From an optimization exercise on the open Yosys and OpenROAD flow, aimed at small area and a short achievable clock period; shortcuts taken in it are not production practice.
Only simulation tests tie the RTL to the original design; equivalence was not proved.
Power figures rest on the tool's default switching activity, not on a simulated workload.

File: flow/design.v
package rv_isa_pkg;
    localparam int XLEN       = 32;
    localparam int REG_ADDR_W = 5;
    localparam int SHAMT_W    = 5;
    localparam int ALT_BIT    = 30;
    typedef logic [XLEN-1:0]       word_t;
    typedef logic [REG_ADDR_W-1:0] reg_addr_t;
    typedef logic [31:0]           inst_t;
    typedef logic [2:0]            funct3_t;
    typedef enum logic [6:0] {
        OP_IMM = 7'b0010011,   
        OP     = 7'b0110011,   
        LOAD   = 7'b0000011,
        STORE  = 7'b0100011,
        BRANCH = 7'b1100011,
        JAL    = 7'b1101111,
        JALR   = 7'b1100111,
        LUI    = 7'b0110111,
        AUIPC  = 7'b0010111
    } opcode_e;
    typedef enum logic [2:0] {
        ADD_SUB = 3'b000,
        SLL     = 3'b001,
        SLT     = 3'b010,
        SLTU    = 3'b011,
        XOR     = 3'b100,
        SR      = 3'b101,   
        OR      = 3'b110,
        AND     = 3'b111
    } funct3_alu_e;
    typedef enum logic [2:0] {
        BEQ  = 3'b000,
        BNE  = 3'b001,
        BLT  = 3'b100,
        BGE  = 3'b101,
        BLTU = 3'b110,
        BGEU = 3'b111
    } funct3_br_e;
endpackage
package ex_pkg;
    typedef enum logic [3:0] {
        ALU_ADD,
        ALU_SUB,
        ALU_SLL,
        ALU_SLT,
        ALU_SLTU,
        ALU_XOR,
        ALU_SRL,
        ALU_SRA,
        ALU_OR,
        ALU_AND
    } alu_op_e;
    typedef enum logic [2:0] {
        CLS_NONE,     
        CLS_ALU,      
        CLS_LOAD,
        CLS_STORE,
        CLS_BRANCH,
        CLS_JUMP      
    } inst_class_e;
endpackage
module ex_decode (
    input  rv_isa_pkg::inst_t    inst_i,
    input  rv_isa_pkg::word_t    pc_i,
    input  rv_isa_pkg::word_t    rs1_data_i,
    input  rv_isa_pkg::word_t    rs2_data_i,
    output rv_isa_pkg::word_t       op_a_o,
    output rv_isa_pkg::word_t       op_b_o,
    output ex_pkg::alu_op_e     alu_op_o,
    output ex_pkg::inst_class_e cls_o,
    output rv_isa_pkg::funct3_br_e  br_funct_o,
    output rv_isa_pkg::word_t       jump_base_o,
    output rv_isa_pkg::word_t       jump_offset_o,
    output rv_isa_pkg::word_t       store_data_o
);
    rv_isa_pkg::opcode_e     opcode;
    rv_isa_pkg::funct3_alu_e funct3;
    logic        alt;
    rv_isa_pkg::word_t       imm_i;
    rv_isa_pkg::word_t       imm_s;
    rv_isa_pkg::word_t       imm_b;
    rv_isa_pkg::word_t       imm_j;
    rv_isa_pkg::word_t       imm_u;
    function automatic ex_pkg::alu_op_e alu_op_of(rv_isa_pkg::funct3_alu_e f3, logic alt_sel);
        case (f3)
            rv_isa_pkg::ADD_SUB: alu_op_of = alt_sel ? ex_pkg::ALU_SUB : ex_pkg::ALU_ADD;
            rv_isa_pkg::SLL:     alu_op_of = ex_pkg::ALU_SLL;
            rv_isa_pkg::SLT:     alu_op_of = ex_pkg::ALU_SLT;
            rv_isa_pkg::SLTU:    alu_op_of = ex_pkg::ALU_SLTU;
            rv_isa_pkg::XOR:     alu_op_of = ex_pkg::ALU_XOR;
            rv_isa_pkg::SR:      alu_op_of = alt_sel ? ex_pkg::ALU_SRA : ex_pkg::ALU_SRL;
            rv_isa_pkg::OR:      alu_op_of = ex_pkg::ALU_OR;
            rv_isa_pkg::AND:     alu_op_of = ex_pkg::ALU_AND;
            default: alu_op_of = ex_pkg::ALU_ADD;
        endcase
    endfunction
    assign opcode = rv_isa_pkg::opcode_e'(inst_i[6:0]);
    assign funct3 = rv_isa_pkg::funct3_alu_e'(inst_i[14:12]);
    assign alt    = inst_i[rv_isa_pkg::ALT_BIT];
    assign imm_i = {{20{inst_i[31]}}, inst_i[31:20]};
    assign imm_s = {{20{inst_i[31]}}, inst_i[31:25], inst_i[11:7]};
    assign imm_b = {{20{inst_i[31]}}, inst_i[7], inst_i[30:25], inst_i[11:8], 1'b0};
    assign imm_j = {{12{inst_i[31]}}, inst_i[19:12], inst_i[20], inst_i[30:21], 1'b0};
    assign imm_u = {inst_i[31:12], 12'b0};
    always_comb begin
        op_a_o        = '0;
        op_b_o        = '0;
        alu_op_o      = ex_pkg::ALU_ADD;
        cls_o         = ex_pkg::CLS_NONE;
        br_funct_o    = rv_isa_pkg::BEQ;
        jump_base_o   = '0;
        jump_offset_o = '0;
        store_data_o  = rs2_data_i;   
        case (opcode)
            rv_isa_pkg::OP_IMM: begin
                cls_o    = ex_pkg::CLS_ALU;
                op_a_o   = rs1_data_i;
                op_b_o   = imm_i;   
                alu_op_o = alu_op_of(funct3, alt && (funct3 == rv_isa_pkg::SR));   
            end
            rv_isa_pkg::OP: begin
                cls_o    = ex_pkg::CLS_ALU;
                op_a_o   = rs1_data_i;
                op_b_o   = rs2_data_i;
                alu_op_o = alu_op_of(funct3, alt);
            end
            rv_isa_pkg::LOAD: begin
                cls_o  = ex_pkg::CLS_LOAD;
                op_a_o = rs1_data_i;
                op_b_o = imm_i;
            end
            rv_isa_pkg::STORE: begin
                cls_o  = ex_pkg::CLS_STORE;
                op_a_o = rs1_data_i;
                op_b_o = imm_s;
            end
            rv_isa_pkg::BRANCH: begin
                cls_o         = ex_pkg::CLS_BRANCH;
                op_a_o        = rs1_data_i;   
                op_b_o        = rs2_data_i;
                br_funct_o    = rv_isa_pkg::funct3_br_e'(inst_i[14:12]);
                jump_base_o   = pc_i;
                jump_offset_o = imm_b;
            end
            rv_isa_pkg::JAL: begin
                cls_o         = ex_pkg::CLS_JUMP;
                op_a_o        = pc_i;   
                op_b_o        = 32'd4;
                jump_base_o   = pc_i;
                jump_offset_o = imm_j;
            end
            rv_isa_pkg::JALR: begin
                cls_o         = ex_pkg::CLS_JUMP;
                op_a_o        = pc_i;
                op_b_o        = 32'd4;
                jump_base_o   = rs1_data_i;
                jump_offset_o = imm_i;
            end
            rv_isa_pkg::LUI: begin
                cls_o  = ex_pkg::CLS_ALU;
                op_a_o = imm_u;
            end
            rv_isa_pkg::AUIPC: begin
                cls_o  = ex_pkg::CLS_ALU;
                op_a_o = pc_i;
                op_b_o = imm_u;
            end
            default: ;
        endcase
    end
endmodule
module ex_alu (
    input  rv_isa_pkg::word_t   op_a_i,
    input  rv_isa_pkg::word_t   op_b_i,
    input  ex_pkg::alu_op_e alu_op_i,
    output rv_isa_pkg::word_t result_o
);
    logic [rv_isa_pkg::SHAMT_W-1:0] shamt;
    logic               lt_s;
    logic               lt_u;
    assign shamt = op_b_i[rv_isa_pkg::SHAMT_W-1:0];
    assign lt_s  = $signed(op_a_i) < $signed(op_b_i);
    assign lt_u  = op_a_i < op_b_i;
    always_comb begin
        case (alu_op_i)
            ex_pkg::ALU_ADD: begin
                result_o = op_a_i + op_b_i;   
            end
            ex_pkg::ALU_SUB: begin
                result_o = op_a_i - op_b_i;
            end
            ex_pkg::ALU_SLL: begin
                result_o = op_a_i << shamt;
            end
            ex_pkg::ALU_SLT: begin
                result_o = rv_isa_pkg::word_t'(lt_s);
            end
            ex_pkg::ALU_SLTU: begin
                result_o = rv_isa_pkg::word_t'(lt_u);
            end
            ex_pkg::ALU_XOR: begin
                result_o = op_a_i ^ op_b_i;
            end
            ex_pkg::ALU_SRL: begin
                result_o = op_a_i >> shamt;
            end
            ex_pkg::ALU_SRA: begin
                result_o = rv_isa_pkg::word_t'($signed(op_a_i) >>> shamt);   
            end
            ex_pkg::ALU_OR: begin
                result_o = op_a_i | op_b_i;
            end
            ex_pkg::ALU_AND: begin
                result_o = op_a_i & op_b_i;
            end
            default: begin
                result_o = '0;
            end
        endcase
    end
endmodule
module ex_branch (
    input  rv_isa_pkg::word_t       op_a_i,
    input  rv_isa_pkg::word_t       op_b_i,
    input  ex_pkg::inst_class_e cls_i,
    input  rv_isa_pkg::funct3_br_e  br_funct_i,
    input  rv_isa_pkg::word_t       jump_base_i,
    input  rv_isa_pkg::word_t       jump_offset_i,
    output logic    taken_o,
    output rv_isa_pkg::word_t   target_o
);
    logic  eq;
    logic  lt_s;
    logic  lt_u;
    logic  cond;
    rv_isa_pkg::word_t target_sum;
    assign eq         = op_a_i == op_b_i;
    assign lt_s       = $signed(op_a_i) < $signed(op_b_i);
    assign lt_u       = op_a_i < op_b_i;
    assign target_sum = jump_base_i + jump_offset_i;
    always_comb begin
        case (br_funct_i)
            rv_isa_pkg::BEQ:     cond = eq;
            rv_isa_pkg::BNE:     cond = !eq;
            rv_isa_pkg::BLT:     cond = lt_s;
            rv_isa_pkg::BGE:     cond = !lt_s;
            rv_isa_pkg::BLTU:    cond = lt_u;
            rv_isa_pkg::BGEU:    cond = !lt_u;
            default: cond = 1'b0;   
        endcase
    end
    always_comb begin
        taken_o  = 1'b0;
        target_o = '0;
        case (cls_i)
            ex_pkg::CLS_BRANCH: begin
                taken_o  = cond;
                target_o = target_sum;   
            end
            ex_pkg::CLS_JUMP: begin
                taken_o  = 1'b1;
                target_o = target_sum;
            end
            default: ;
        endcase
    end
endmodule
module ex_result_reg (
    input  logic      clk,
    input  logic      rst_i,
    input  ex_pkg::inst_class_e cls_i,
    input  rv_isa_pkg::word_t     store_data_i,
    input  rv_isa_pkg::word_t     alu_result_i,
    input  logic      taken_i,
    input  rv_isa_pkg::word_t     target_i,
    input  logic      reg_w_en_i,
    input  rv_isa_pkg::reg_addr_t reg_w_addr_i,
    input  rv_isa_pkg::funct3_t   funct3_i,
    output logic      reg_w_en_o,
    output rv_isa_pkg::reg_addr_t reg_w_addr_o,
    output rv_isa_pkg::word_t     reg_w_data_o,
    output logic      mem_r_en_o,
    output logic      mem_w_en_o,
    output rv_isa_pkg::word_t     mem_addr_o,
    output rv_isa_pkg::word_t     mem_w_data_o,
    output rv_isa_pkg::funct3_t   mem_funct3_o,
    output logic      jump_flag_o,
    output rv_isa_pkg::word_t     jump_addr_o
);
    logic  is_load;
    logic  is_store;
    rv_isa_pkg::word_t wb_data;
    assign is_load  = cls_i == ex_pkg::CLS_LOAD;
    assign is_store = cls_i == ex_pkg::CLS_STORE;
    always_comb begin
        case (cls_i)
            ex_pkg::CLS_ALU, ex_pkg::CLS_JUMP: wb_data = alu_result_i;   
            default:           wb_data = '0;
        endcase
    end
    always_ff @(posedge clk) begin
        if (rst_i) begin
            reg_w_en_o   <= 1'b0;
            reg_w_addr_o <= '0;
            reg_w_data_o <= '0;
            mem_r_en_o   <= 1'b0;
            mem_w_en_o   <= 1'b0;
            mem_addr_o   <= '0;
            mem_w_data_o <= '0;
            mem_funct3_o <= '0;
            jump_flag_o  <= 1'b0;
            jump_addr_o  <= '0;
        end else begin
            reg_w_en_o   <= reg_w_en_i;
            reg_w_addr_o <= reg_w_addr_i;
            reg_w_data_o <= wb_data;
            mem_r_en_o   <= is_load;
            mem_w_en_o   <= is_store;
            mem_addr_o   <= (is_load || is_store) ? alu_result_i : '0;   
            mem_w_data_o <= is_store ? store_data_i : '0;
            mem_funct3_o <= funct3_i;   
            jump_flag_o  <= taken_i;
            jump_addr_o  <= target_i;
        end
    end
endmodule
module ex_stage (
    input  logic      clk,
    input  logic      rst_i,
    input  rv_isa_pkg::inst_t     inst_i,
    input  rv_isa_pkg::word_t     pc_i,
    input  rv_isa_pkg::word_t     rs1_data_i,
    input  rv_isa_pkg::word_t     rs2_data_i,
    input  logic      reg_w_en_i,
    input  rv_isa_pkg::reg_addr_t reg_w_addr_i,
    output logic      reg_w_en_o,
    output rv_isa_pkg::reg_addr_t reg_w_addr_o,
    output rv_isa_pkg::word_t     reg_w_data_o,
    output logic      mem_r_en_o,
    output logic      mem_w_en_o,
    output rv_isa_pkg::word_t     mem_addr_o,
    output rv_isa_pkg::word_t     mem_w_data_o,
    output rv_isa_pkg::funct3_t   mem_funct3_o,
    output logic      jump_flag_o,
    output rv_isa_pkg::word_t     jump_addr_o
);
    rv_isa_pkg::word_t alu_result;
    logic  br_taken;
    rv_isa_pkg::word_t br_target;
    rv_isa_pkg::word_t       op_a;
    rv_isa_pkg::word_t       op_b;
    ex_pkg::alu_op_e     alu_op;
    ex_pkg::inst_class_e cls;
    rv_isa_pkg::funct3_br_e  br_funct;
    rv_isa_pkg::word_t       jump_base;
    rv_isa_pkg::word_t       jump_offset;
    rv_isa_pkg::word_t       store_data;
    ex_decode u_decode (
        .inst_i     (inst_i),
        .pc_i       (pc_i),
        .rs1_data_i (rs1_data_i),
        .rs2_data_i (rs2_data_i),
        .op_a_o        (op_a),
        .op_b_o        (op_b),
        .alu_op_o      (alu_op),
        .cls_o         (cls),
        .br_funct_o    (br_funct),
        .jump_base_o   (jump_base),
        .jump_offset_o (jump_offset),
        .store_data_o  (store_data)
    );
    ex_alu u_alu (
        .op_a_i   (op_a),
        .op_b_i   (op_b),
        .alu_op_i (alu_op),
        .result_o (alu_result)
    );
    ex_branch u_branch (
        .op_a_i        (op_a),
        .op_b_i        (op_b),
        .cls_i         (cls),
        .br_funct_i    (br_funct),
        .jump_base_i   (jump_base),
        .jump_offset_i (jump_offset),
        .taken_o  (br_taken),
        .target_o (br_target)
    );
    ex_result_reg u_result_reg (
        .clk          (clk),
        .rst_i        (rst_i),
        .cls_i        (cls),
        .store_data_i (store_data),
        .alu_result_i (alu_result),
        .taken_i      (br_taken),
        .target_i     (br_target),
        .reg_w_en_i   (reg_w_en_i),
        .reg_w_addr_i (reg_w_addr_i),
        .funct3_i     (inst_i[14:12]),
        .reg_w_en_o   (reg_w_en_o),
        .reg_w_addr_o (reg_w_addr_o),
        .reg_w_data_o (reg_w_data_o),
        .mem_r_en_o   (mem_r_en_o),
        .mem_w_en_o   (mem_w_en_o),
        .mem_addr_o   (mem_addr_o),
        .mem_w_data_o (mem_w_data_o),
        .mem_funct3_o (mem_funct3_o),
        .jump_flag_o  (jump_flag_o),
        .jump_addr_o  (jump_addr_o)
    );
endmodule
File: flow/run.sh
#!/bin/bash
# synth_recipe.tcl (not shown) runs the flow's synth.tcl, then flattens the netlist and writes it again
# the make line also repeats each setting of config.mk as NAME=value (left out here)
make -C /OpenROAD-flow-scripts/flow DESIGN_CONFIG=/design/flow/config.mk WORK_HOME=/design/flow/orfs CLKGATE_MAP_FILE= SYNTH_SCRIPT=/design/flow/synth_recipe.tcl finish
File: flow/config.mk
export PLATFORM = sky130hd
export DESIGN_NAME = ex_stage
export DESIGN_NICKNAME = ex_stage
export VERILOG_FILES = /design/flow/design.v
export SDC_FILE = /design/flow/constraint.sdc
export NUM_CORES = 4
export LEC_CHECK = 0
export CAP_MARGIN = 20
export CORE_MARGIN = 2
export CORE_UTILIZATION = 30
export PLACE_DENSITY = 0.45
export SLEW_MARGIN = 20
File: flow/constraint.sdc
create_clock -name core_clock -period 7.0 [get_ports {clk}]
set_input_delay 1.4000 -clock core_clock [delete_from_list [all_inputs] [get_ports {clk}]]
set_output_delay 1.4000 -clock core_clock [all_outputs]
set_load 0.01 [all_outputs]
==> results.ini <==
[finish]
fin_nets=2980
area_growth_pct=28.3
drive_above_1_share_pct=11.0
fillers=6154

[floorplan]
floorplan.initialDensity_pct=30.4
die_y_um=246
fp.coreArea_mm2=0.0579
fp-row-count=88
pin_count=276
die_x_um=246
die-area_mm2=0.0607

[drt]
wl_mm=118
num_vias=22580
via_per_inst=6.46
avgRoutedWirePerCell_um=33.8
first_iter_violations=2897
drt-pass1-iter-count=8
drt_drc_violations_left=0
antenna_left=0

[synth]
synth_cells=2422
synth-seq-area-share_pct=15.9
synthesis.area_mm2=0.0176
synth-simple-area-share_pct=22.5
synth_area_leaders=dfxtp_1 16%, ha_1 9.1%, a21oi_1 5.6%, nor2_1 3.9%, nand2_1 3.6%
yosysWarnings=4
synth_cell_type_count=102
synth_top_area_share_pct=15.9
synthAdderAreaFrac_pct=9.43
syn_nets=2689
synth_xor_area_share_pct=1.64
synth-compound-area-share_pct=39.0
synthMuxAreaShare_pct=4.31
ys_async_sr_fraction_pct=0
synth-seq-cells=140
synth_area_leader_cell=dfxtp_1
synth_edf_count=0
synth_ff_type=dfxtp_1
syn_avg_cell_area_um2=7.27
synth_top_family_by_area=compound AO/OA/AOI/OAI gates

[cts]
clock_tree.root_cell=clkbuf_16
cts_buffers=17
cts_sinks=140
cts.clk_slew.worst_paths_ps=80
cts_setup_buffers=0
cts_resized=0
clockBufferDepth=2
tritoncts=yes
h-tree-depth=4
ctsHoldBuffers=0

[timing]
setup_viol=0
worstMarginPinSlew_ps=1130
rsz0062_at_grt=no
maxSlewViolCount=0
whs_ps=1460
fmax_mhz=152
min_period_over_period_pct=94.1
layout_min_cycle_time_ps=6590
slew_headroom_pct=24.6
hold_viol=0
setup_total_negative_slack_ps=0

[setup_path]
cp_data_arrival_time_ps=6970
worstPathMaxFanout=12
cp.required_ps=7390
path_class=input port to flip-flop
cp-start-kind=input port
cp-end-kind=flip-flop

[power]
ir_worst_vdd_uv=196
power_leakage_nw=9.16
p_total_w=0.00257
p_per_area_mw_per_mm2=114

[global_route]
groute.usage.overall_pct=38.0
grt_pass1_vias=21309
grt_pass1_wl_mm=164
antenna_found_initial=3
grt-ovfl-total=0
grt_max_degree=83

[status]
status=no timing/DRC/antenna violations

[min_path]
holdCritPathClass=input port to flip-flop

[placed_design]
dpl.hpwl_mm=96.4
io_buffers=275
gp_routability_congestion=1.04

[run]
drv_cap=0

-- flip-flops by register name, indices dropped and copies added (netlist names) --
register / flops
u_result_reg.mem_w_data_o: 32
u_result_reg.reg_w_en_o: 1
u_result_reg.mem_addr_o: 32
u_result_reg.jump_addr_o: 32
u_result_reg.mem_w_en_o: 1
u_result_reg.jump_flag_o: 1
u_result_reg.reg_w_data_o: 32
u_result_reg.reg_w_addr_o: 5
u_result_reg.mem_funct3_o: 3
u_result_reg.mem_r_en_o: 1
-- cell type report --
class                      instances  area [µm²]  share of cell area, %
inverter                         119         447                   1.98
multi-input combinational       1981       13600                   60.2
sequential                       140        2800                   12.4
clock inverter                    11         159                  0.703
clock buffer                      21         460                   2.04
tap                              765         957                   4.23
antenna                            2        5.00                 0.0221
timing repair buffer             454        4170                   18.4
-- Yosys cell counts (17+ instances only) --
cell type	instances
xnor2_1	19
inv_1	112
nor4_1	21
o21bai_1	19
nor2b_1	38
a22o_1	40
a221oi_1	42
clkbuf_1	97
a21oi_1	198
or3_1	18
o21ai_0	126
a21o_1	49
nand2b_1	20
o22ai_1	21
mux2i_1	50
mux2_2	17
nor3_1	58
buf_1	17
nand2_1	171
nand3_1	78
and2_1	65
o211ai_1	81
a211oi_1	56
o31ai_1	20
nor2_1	184
a211o_1	20
ha_1	128
a31oi_1	26
o221ai_1	24
nand4_1	35
buf_2	56
dfxtp_1	140
a22oi_1	25
and3_1	26
-- worst paths after layout --
kind        from                                   to  slack (ps)  cells past startpoint
min   reg_w_en_i   u_result_reg.reg_w_en_o$_SDFF_PP0_        1460                      2
max    inst_i[6]  u_result_reg.jump_flag_o$_SDFF_PP0_         410                     17
-- metrics by stage --
step | cell area [µm²] | std cells | util, % | setup WS [ps]
floorplan | 17600 | 2422 | - | 1010
global placement | 21900 | 3457 | 37.9 | 164
detailed placement | 22000 | 3459 | 38.0 | 150
CTS | 22600 | 3491 | 39.0 | 653
global route | 22600 | 3491 | 39.0 | 326
finish | 22600 | 3493 | 39.0 | 414
-- metal layers --
| metal | wire (µm) | track usage [%] |
|---|---|---|
| met3 | 11400 | 9.10 |
| met5 | 13 | 0 |
| met4 | 6390 | 18.7 |
| met2 | 52700 | 59.8 |
| met1 | 47500 | 48.5 |
-- logic make-up after synthesis --
group,Yosys count
adders and majority gates,131
AOI/OAI and AO/OA,965
DFF,140
xor gates and xnor gates,33
and+or+nand+nor,782
buffers and inverters,301
muxes,70
-- where the power goes --
group | switching, W | leakage, nW | internal [W]
Combinational | 0.000480 | 7.74 | 0.000274
Sequential | 0.00000108 | 1.13 | 0.000800
Clock | 0.000426 | 0.299 | 0.000584
Total | 0.000907 | 9.16 | 0.00166
-- cell usage in the layout (no fill, tap or decap), types with 16 or more instances in the layout --
cell,netlist,final
a211o_1,20,20
a211oi_1,56,56
a21o_1,49,47
a21oi_1,198,197
a221oi_1,42,42
a22o_1,40,40
a22oi_1,25,25
a31oi_1,26,26
and2_1,65,65
and3_1,26,26
buf_4,8,172
clkbuf_16,0,17
clkdlybuf4s50_1,0,275
dfxtp_1,140,140
ha_1,128,128
inv_1,112,112
mux2_2,17,17
mux2i_1,50,50
nand2_1,171,171
nand2b_1,20,20
nand3_1,78,78
nand4_1,35,35
nor2_1,184,183
nor2b_1,38,37
nor3_1,58,58
nor4_1,21,20
o211ai_1,81,81
o21a_1,16,16
o21ai_0,126,126
o21bai_1,19,19
o221ai_1,24,24
o22ai_1,21,21
o31ai_1,20,20
or3_1,18,18
xnor2_1,19,19
-- critical path: stages --
cell and delay, ps:
clkdlybuf4s50_1 630, buf_4 290, and4b_1 340, buf_4 210, nand3_1 280, and2_1 280, nand2_1 400, ha_1 420
a21oi_1 290, o311ai_0 280, a21o_1 260, a21o_1 210, a221o_1 400, a221oi_2 440, mux2i_1 410, a21oi_1 100
o41ai_1 320

==> separate check: timing with driven ports <==
In the flow no input, the clock included, has a driving cell. The finished layout below was timed again as built, in two steps.
Step 1, drivers: a clkbuf_16 drives clk and a buf_2 each remaining input, both assumed.
Step 2 also shifts input and output timing later by t, the mid clock arrival at the registers, as if the neighbouring blocks saw the same clock.
Slacks: ideal ports / drivers / drivers and shift; pairs: ideal ports / drivers.
t, ns: 0.543
setup slack, ns: 0.414 / 0.443 / -0.100
worst hold slack (ns): 1.461 / 1.426 / 1.969
worst setup path at the end: input to register
latest minus earliest clock arrival (ns): 0.021 / 0.022
With both steps, setup timing fails in this run, where it was met with ideal ports. For this run, drivers alone change the setup slack by +0.029 ns; drivers and shift together by -0.514 ns.
